What follows belongs to an exercise in optimizing a design on an open flow for small area, a short achievable clock period and few clock cycles per item; a production flow would make more cautious choices.
RTL that was checked went through simulation tests only; none was proved equivalent to the original.

==> 03-08 <==
// vector_magnitude_offset
module vector_magnitude_offset #(
    parameter int SAMPLE_WIDTH = 16
) (
    input  wire logic        clk,
    input  wire logic        rst_n,
    input  wire logic        pair_valid,
    output logic             pair_ready,
    input  wire logic [15:0] pair_x_value,
    input  wire logic [15:0] pair_y_value,
    input  wire logic        pair_last_in,
    output logic             result_valid,
    input  wire logic        result_ready,
    output logic [15:0]      result_magnitude,
    output logic             result_last_out
);
==> flow/config.mk <==
export PLATFORM = sky130hd
export DESIGN_NAME = vector_magnitude_offset
export DESIGN_NICKNAME = vector_magnitude_offset
export VERILOG_FILES = /design/flow/design.v
export SDC_FILE = /design/flow/constraint.sdc
export NUM_CORES = 4
export LEC_CHECK = 0
export ABC_CLOCK_PERIOD_IN_PS = 3000
export CAP_MARGIN = 20
export CORE_MARGIN = 2
export CORE_UTILIZATION = 40
export PLACE_DENSITY = 0.6
export SETUP_SLACK_MARGIN = 4.0
export SLEW_MARGIN = 20
==> flow/constraint.sdc <==
create_clock -name core_clock -period 7.0 [get_ports {clk}]
set_input_delay 1.4000 -clock core_clock [delete_from_list [all_inputs] [get_ports {clk}]]
set_output_delay 1.4000 -clock core_clock [all_outputs]
set_load 0.01 [all_outputs]
run.sh (not shown) runs the stock make flow with config.mk's settings and CLKGATE_MAP_FILE= SYNTH_SCRIPT=/design/flow/synth_recipe.tcl, a recipe that flattens the netlist after the stock synthesis.
==> inputs of 12-27, as changes to 03-08 <==
- ABC_CLOCK_PERIOD_IN_PS: 3000 -> 4000
- SETUP_SLACK_MARGIN: 4.0 -> 3.0
==> comparison table <==
item	12-27	03-08
Result of the run	no timing/DRC/antenna violations	no timing/DRC/antenna violations
Initial antenna violation count	1	0
Routed wire per std cell	15.5 um	16.3 um
Clock buf/inv share	4.41%	4.08%
Worst-case register-to-register setup slack	3340 ps	3640 ps
Buffer count from post-CTS setup fixing	0	134
Length of routed met2 wiring	31,600 um	34,000 um
Layout Cells excl Fill	4,049	4,227
R2R cell count	12	8
Gr usage total	15.6%	16.7%
Hold Path End	p6_last	p5_n[6]
Levels on crit path	12	8
Clock-pin slew of the registers on the worst-case setup and hold paths	80 ps	60 ps
Fraction of area in multi-input gates	51.3%	51.2%
Final hold slack	404 ps	408 ps
Cell type of the slowest stage on the worst timing path	sky130_fd_sc_hd__fa_1	sky130_fd_sc_hd__fa_2
Transition time of the tightest slew-check pin	985 ps	915 ps
Function was not checked in any run of this note: the RTL went through the layout flow alone.

========
==> inputs of v24 <==
Another version of the RTL of vector_magnitude_offset (not shown whole).
clock: 7.0 ns
lec_check: 0
abc_clock_period_in_ps: 3000
cap_margin: 20
core_margin: 2
core_utilization: 40
place_density: 0.6
setup_slack_margin: 3.75
slew_margin: 20
==> v37 (differences from v24) <==
ABC_CLOCK_PERIOD_IN_PS = 3500   (was 3000)
CORE_UTILIZATION = 50   (was 40)
PLACE_DENSITY = 0.7   (was 0.6)
SETUP_SLACK_MARGIN = 3.55   (was 3.75)
==> v3 (differences from v24) <==
ABC_CLOCK_PERIOD_IN_PS = 3500   (was 3000)
CORE_UTILIZATION = 45   (was 40)
PLACE_DENSITY = 0.65   (was 0.6)
SETUP_SLACK_MARGIN = 3.6   (was 3.75)
TNS_END_PERCENT = 100   (was not set)
==> comparison table <==
| quantity | v3 | v37 | v24 |
|---|---|---|---|
| Status | complete, no violations | complete, no violations | complete, no violations |
| Met1 Usage GRT | 0.230 | 0.235 | 0.196 |
| Area occupied by multi-input gates | 15800 µm² | 15800 µm² | 16300 µm² |
| Area share of buffers outside the clock network | 0.0451 | 0.0403 | 0.0611 |
| Setup slack of the most critical reg-to-reg path | 3630 ps | 3550 ps | 3670 ps |
| Final worst path period share | 0.481 | 0.493 | 0.476 |
| M3 GR Usage | 0.0244 | 0.0281 | 0.0188 |
| Longest individual stage delay on the worst path | 570 ps | 550 ps | 520 ps |
| Fraction of standard cell area in multi-input logic | 0.492 | 0.496 | 0.488 |
| N_diodes | 0 | 0 | 1 |
| Net count, final | 3100 | 3075 | 3157 |
| Placer congestion estimate | 0.835 | 0.849 | 0.837 |
| End of the worst register-to-register path | p1_m22_0$_DFFE_PP_ | p1_m19_2$_DFFE_PP_ | p1_m22_0$_DFFE_PP_ |
| Library cell appearing most often on the critical path | fa_1 | fa_1 | fa_2 |
| Starting utilization of the core area | 0.456 | 0.503 | 0.403 |
| Global router's overall resource usage | 0.176 | 0.185 | 0.155 |
| Post-layout minimum cycle time | 3370 ps | 3450 ps | 3330 ps |
| WP buf/inv | 3 | 4 | 3 |
| Setup repair bufs after CTS | 78 | 48 | 97 |
| Filler Cells Inserted | 5315 | 4607 | 6201 |
| Met2 routing resource usage after global routing | 0.300 | 0.328 | 0.277 |
| Req. time, crit path | 7320 ps | 7300 ps | 7310 ps |
Testbench counts of v24, summed over its fixed seeds: cycles 16,080, items 16,000.
Testbench counts of v37, summed over its fixed seeds: cycles 16,080, items 16,000.
Testbench counts of v3, summed over its fixed seeds: cycles 16,080, items 16,000.

[re-timing with driven ports]
In the flow no input, the clock included, has a driving cell. The finished layouts below were timed again as built, in two steps. Step 1, drivers: a clkbuf_16 drives clk and a buf_2 each remaining input, both assumed. Step 2 moves the port delays by t, midway between the first and last clock arrival at a register: inputs arrive t later, outputs are due t later. That takes back most of the time a late clock gives input paths. Slacks: ideal ports / drivers / drivers and shift; pairs: ideal ports / drivers.
| run | t (ns) | setup slack, ns | pins driven straight from the clock port |
|---|---|---|---|
| 03-08 | 0.627 | 3.643 / 3.643 / 3.518 | 1 |
| 12-27 | 0.641 | 3.341 / 3.341 / 3.234 | 1 |
| v24 | 0.631 | 3.666 / 3.666 / 3.287 | 1 |
| v37 | 0.611 | 3.546 / 3.546 / 3.197 | 1 |
| v3 | 0.625 | 3.630 / 3.630 / 3.234 | 1 |
After both steps every run listed still meets setup and hold. The setup slack of v3, which loses most, moves by 0.000 ns with the drivers and by -0.396 ns with both steps.
